This design comes from an exercise in tuning for small area, a short achievable clock period and few clock cycles per item on the open sky130 flow, not from production work. Where RTL was checked, it was by simulation tests only, not by an equivalence proof against the original. No activity file was given, so power comes from the tool's default toggle rates.

== the previous run ==
==> flow/design.v <==
package data_mem_pkg;
  localparam logic SZ_BYTE  = 1'b0;
  localparam logic SZ_WORD  = 1'b1;
  localparam logic RW_READ  = 1'b0;
  localparam logic RW_WRITE = 1'b1;
endpackage
module dm_rd_or8 (
  input  logic [7:0] d,
  input  logic [7:0] sel,
  output logic       y
);
  logic [3:0] w_l1;
  for (genvar i = 0; i < 4; i++) begin : g_l1
    assign w_l1[i] = ~((d[2*i] & sel[2*i]) | (d[2*i+1] & sel[2*i+1]));
  end
  assign y = ~&w_l1;
endmodule
module dm_rd_bit (
  input  logic [63:0] d,
  input  logic [7:0]  sel_lo,
  input  logic [7:0]  sel_hi,
  output logic        y
);
  logic [7:0] w_grp;
  for (genvar g = 0; g < 8; g++) begin : g_grp
    dm_rd_or8 u (.d(d[8*g +: 8]), .sel(sel_lo), .y(w_grp[g]));
  end
  dm_rd_or8 u_top (.d(w_grp), .sel(sel_hi), .y(y));
endmodule
module dm_out_word (
  input  logic v,
  input  logic load_w,
  input  logic q,
  input  logic hold,
  output logic d
);
  assign d = (v & load_w) | (q & hold);
endmodule
module dm_out_byte (
  input  logic [3:0] v,
  input  logic [3:0] load,
  input  logic       q,
  input  logic       hold,
  output logic       d
);
  assign d = |(v & load) | (q & hold);
endmodule
module dm_we (
  input  logic sel_lo,
  input  logic sel_hi,
  input  logic lane,
  output logic we
);
  assign we = sel_lo & sel_hi & lane;
endmodule
module dm_ctl (
  input  logic       en,
  input  logic       rw,
  input  logic       size,
  input  logic       ld,
  input  logic [1:0] off,
  input  logic       ph,
  output logic       done,
  output logic       stall,
  output logic       load,
  output logic       fault
);
  logic w_mis;
  assign w_mis  = size && off != 2'b00;
  assign done   = en && (ph || rw || w_mis);
  assign stall  = en && !(ph || rw || w_mis);
  assign load   = en && ld && (ph || rw || w_mis);
  assign fault  = en && w_mis;
endmodule
module dm_rdata4 (
  input  logic [3:0] r,
  input  logic       en,
  input  logic       size,
  input  logic [1:0] off,
  output logic [3:0] y
);
  assign y = (en && size && off != 2'b00) ? 4'h0 : r;
endmodule
module data_mem_ctrl (
  input  logic        CLK,
  input  logic        CLR,
  input  logic        enable_i,
  input  logic        rw_i,
  input  logic        size_i,
  input  logic        load_i,
  input  logic [31:0] addr_i,
  input  logic [31:0] wdata_i,
  output logic [31:0] rdata_o,
  output logic        load_o,
  output logic        stall_o,
  output logic        done_o
  ,
  output logic        fault_o
);
  logic [31:0] r_mem [64];
  logic [7:0]  w_eff;
  logic [31:0] r_out, w_out_d, w_q, w_wdata;
  logic [7:0]  w_sel_lo, w_sel_hi;
  logic [3:0]  w_lanes, w_ld_byte;
  logic        r_ph, w_fault, w_rd_start, w_clr_out, w_ld_word, w_hold, w_fault_o;
  logic        w_unused;
  assign w_unused = ^addr_i[31:8];
  assign w_eff    = addr_i[7:0];
  assign w_fault = size_i == data_mem_pkg::SZ_WORD && w_eff[1:0] != 2'b00;
  assign fault_o = w_fault_o;
  assign w_rd_start = enable_i && rw_i == data_mem_pkg::RW_READ && !w_fault && !r_ph;
  assign w_lanes = (!CLR && enable_i && rw_i == data_mem_pkg::RW_WRITE && !w_fault) ?
                   (size_i == data_mem_pkg::SZ_WORD ? 4'hF : 4'b1000 >> w_eff[1:0]) : 4'h0;
  assign w_wdata = size_i == data_mem_pkg::SZ_WORD ? wdata_i : {4{wdata_i[7:0]}};
  always_comb
    for (int i = 0; i < 8; i++) begin
      w_sel_lo[i] = w_eff[4:2] == 3'(i);
      w_sel_hi[i] = w_eff[7:5] == 3'(i);
    end
  for (genvar i = 0; i < 64; i++) begin : g_word
    for (genvar b = 0; b < 4; b++) begin : g_lane
      logic w_we;
      dm_we u_we (.sel_lo(w_sel_lo[i % 8]), .sel_hi(w_sel_hi[i / 8]), .lane(w_lanes[b]), .we(w_we));
      always_ff @(posedge CLK)
        if (w_we) r_mem[i][8*b +: 8] <= w_wdata[8*b +: 8];
    end
  end
  for (genvar j = 0; j < 32; j++) begin : g_rd
    logic [63:0] w_col;
    always_comb
      for (int i = 0; i < 64; i++) w_col[i] = r_mem[i][j];
    dm_rd_bit u_bit (.d(w_col), .sel_lo(w_sel_lo), .sel_hi(w_sel_hi), .y(w_q[j]));
  end
  assign w_clr_out = CLR || (enable_i && w_fault);
  assign w_hold    = !w_clr_out && !w_rd_start;
  assign w_ld_word = !w_clr_out && w_rd_start && size_i == data_mem_pkg::SZ_WORD;
  always_comb
    for (int k = 0; k < 4; k++)
      w_ld_byte[k] = !w_clr_out && w_rd_start &&
                     (size_i == data_mem_pkg::SZ_WORD ? k == 3 : w_eff[1:0] == 2'(k));
  for (genvar j = 8; j < 32; j++) begin : g_ow
    dm_out_word u (.v(w_q[j]), .load_w(w_ld_word), .q(r_out[j]), .hold(w_hold), .d(w_out_d[j]));
  end
  for (genvar j = 0; j < 8; j++) begin : g_ob
    dm_out_byte u (.v({w_q[j], w_q[8+j], w_q[16+j], w_q[24+j]}), .load(w_ld_byte), .q(r_out[j]),
                   .hold(w_hold), .d(w_out_d[j]));
  end
  dm_ctl u_ctl (
    .en    (enable_i),
    .rw    (rw_i),
    .size  (size_i),
    .ld    (load_i),
    .off   (w_eff[1:0]),
    .ph    (r_ph),
    .done  (done_o),
    .stall (stall_o),
    .load  (load_o),
    .fault (w_fault_o)
  );
  for (genvar j = 0; j < 8; j++) begin : g_rdo
    dm_rdata4 u (.r(r_out[4*j +: 4]), .en(enable_i), .size(size_i), .off(w_eff[1:0]),
                 .y(rdata_o[4*j +: 4]));
  end
  always_ff @(posedge CLK) begin
    r_ph  <= !CLR && w_rd_start;
    r_out <= w_out_d;
  end
endmodule
make LEC_CHECK=0 CAP_MARGIN=20 CORE_MARGIN=2 CORE_UTILIZATION=65 CTS_CLUSTER_DIAMETER=100 CTS_CLUSTER_SIZE=24 SETUP_SLACK_MARGIN=2.0 SLEW_MARGIN=20 SYNTH_HIERARCHICAL=1 finish   # period 4.0 ns
run.sh (not shown) runs the stock make flow with config.mk's settings and CLKGATE_MAP_FILE= SYNTH_SCRIPT=/design/flow/synth_recipe.tcl, a recipe that flattens the netlist after the stock synthesis.
Testbench counts of the previous run, summed over its fixed seeds: cycles 7,338, items 4,800.
Modified inputs, the current run compared to the previous run
diff --git a/flow/design.v b/flow/design.v
--- a/flow/design.v
+++ b/flow/design.v
@@ -80,8 +80,14 @@
   output logic [3:0] y
 );
   assign y = (en && size && off != 2'b00) ? 4'h0 : r;
 endmodule
+module dm_dec8 (
+  input  logic [2:0] a,
+  output logic [7:0] y
+);
+  assign y = 8'b1 << a;
+endmodule
 module data_mem_ctrl (
   input  logic        CLK,
   input  logic        CLR,
   input  logic        enable_i,
@@ -100,8 +106,10 @@
   logic [31:0] r_mem [64];
   logic [7:0]  w_eff;
   logic [31:0] r_out, w_out_d, w_q, w_wdata;
   logic [7:0]  w_sel_lo, w_sel_hi;
+  logic [7:0]  w_rsel_lo [4];
+  logic [7:0]  w_rsel_hi [2];
   logic [3:0]  w_lanes, w_ld_byte;
   logic        r_ph, w_fault, w_rd_start, w_clr_out, w_ld_word, w_hold, w_fault_o;
   logic        w_unused;
   assign w_unused = ^addr_i[31:8];
@@ -111,13 +119,16 @@
   assign w_rd_start = enable_i && rw_i == data_mem_pkg::RW_READ && !w_fault && !r_ph;
   assign w_lanes = (!CLR && enable_i && rw_i == data_mem_pkg::RW_WRITE && !w_fault) ?
                    (size_i == data_mem_pkg::SZ_WORD ? 4'hF : 4'b1000 >> w_eff[1:0]) : 4'h0;
   assign w_wdata = size_i == data_mem_pkg::SZ_WORD ? wdata_i : {4{wdata_i[7:0]}};
-  always_comb
-    for (int i = 0; i < 8; i++) begin
-      w_sel_lo[i] = w_eff[4:2] == 3'(i);
-      w_sel_hi[i] = w_eff[7:5] == 3'(i);
-    end
+  dm_dec8 u_dec_wlo (.a(w_eff[4:2]), .y(w_sel_lo));
+  dm_dec8 u_dec_whi (.a(w_eff[7:5]), .y(w_sel_hi));
+  for (genvar c = 0; c < 4; c++) begin : g_dec_lo
+    dm_dec8 u (.a(w_eff[4:2]), .y(w_rsel_lo[c]));
+  end
+  for (genvar c = 0; c < 2; c++) begin : g_dec_hi
+    dm_dec8 u (.a(w_eff[7:5]), .y(w_rsel_hi[c]));
+  end
   for (genvar i = 0; i < 64; i++) begin : g_word
     for (genvar b = 0; b < 4; b++) begin : g_lane
       logic w_we;
       dm_we u_we (.sel_lo(w_sel_lo[i % 8]), .sel_hi(w_sel_hi[i / 8]), .lane(w_lanes[b]), .we(w_we));
@@ -128,9 +139,9 @@
   for (genvar j = 0; j < 32; j++) begin : g_rd
     logic [63:0] w_col;
     always_comb
       for (int i = 0; i < 64; i++) w_col[i] = r_mem[i][j];
-    dm_rd_bit u_bit (.d(w_col), .sel_lo(w_sel_lo), .sel_hi(w_sel_hi), .y(w_q[j]));
+    dm_rd_bit u_bit (.d(w_col), .sel_lo(w_rsel_lo[j / 8]), .sel_hi(w_rsel_hi[j / 16]), .y(w_q[j]));
   end
   assign w_clr_out = CLR || (enable_i && w_fault);
   assign w_hold    = !w_clr_out && !w_rd_start;
   assign w_ld_word = !w_clr_out && w_rd_start && size_i == data_mem_pkg::SZ_WORD;
Notes after the runs:
From the previous run to the current run, number of iterations in the first detailed-routing pass did not move at all. The current run and the previous run ended up with roughly the same fraction of the mapped netlist area in compound gates. Of the current run and the previous run, it is the current run that has the lower share of post-route cells with drive strength above 1. Taking the previous run as the reference, in the current run minimum clock period has increased; fraction of power spent switching nets saw an increase; sequential cell count level; maximum fanout count along the critical path shows an increase of 1. Power consumption down about 0.44% in the current run wrt the previous run. Sort the previous run and the current run by utilization after layout, ascending, and the current run comes first.
For the current run, only the layout was checked, not whether the RTL still works.

-- afterwards: timing with drivers on the ports --
How much do the figures lean on ideal ports? The routed layouts below were timed once more, with nothing changed but the port constraints. Step 1: set_driving_cell puts a clkbuf_16 on CLK and a buf_2 on each other input, an assumption about the parent block. Step 2 moves the port delays by t, midway between the first and last clock arrival at a register: inputs arrive t later, outputs are due t later. That takes back most of the time a late clock gives input paths. a / b / c = ideal ports / drivers / drivers and shift; a / b = the first two.
run	t (ns)	slack for setup (ns)	hold slack, ns	slew at the worst register clock pin (ns)
the previous run	0.790	1.430 / 1.400 / 0.661	0.486 / 0.486 / 0.486	0.10 / 0.10
the current run	0.799	1.388 / 1.225 / 0.426	0.483 / 0.483 / 0.483	0.10 / 0.10
After both steps setup and hold are still met in every run listed. The setup slack of the current run, which loses most, moves by -0.163 ns with the drivers and by -0.962 ns with both steps.
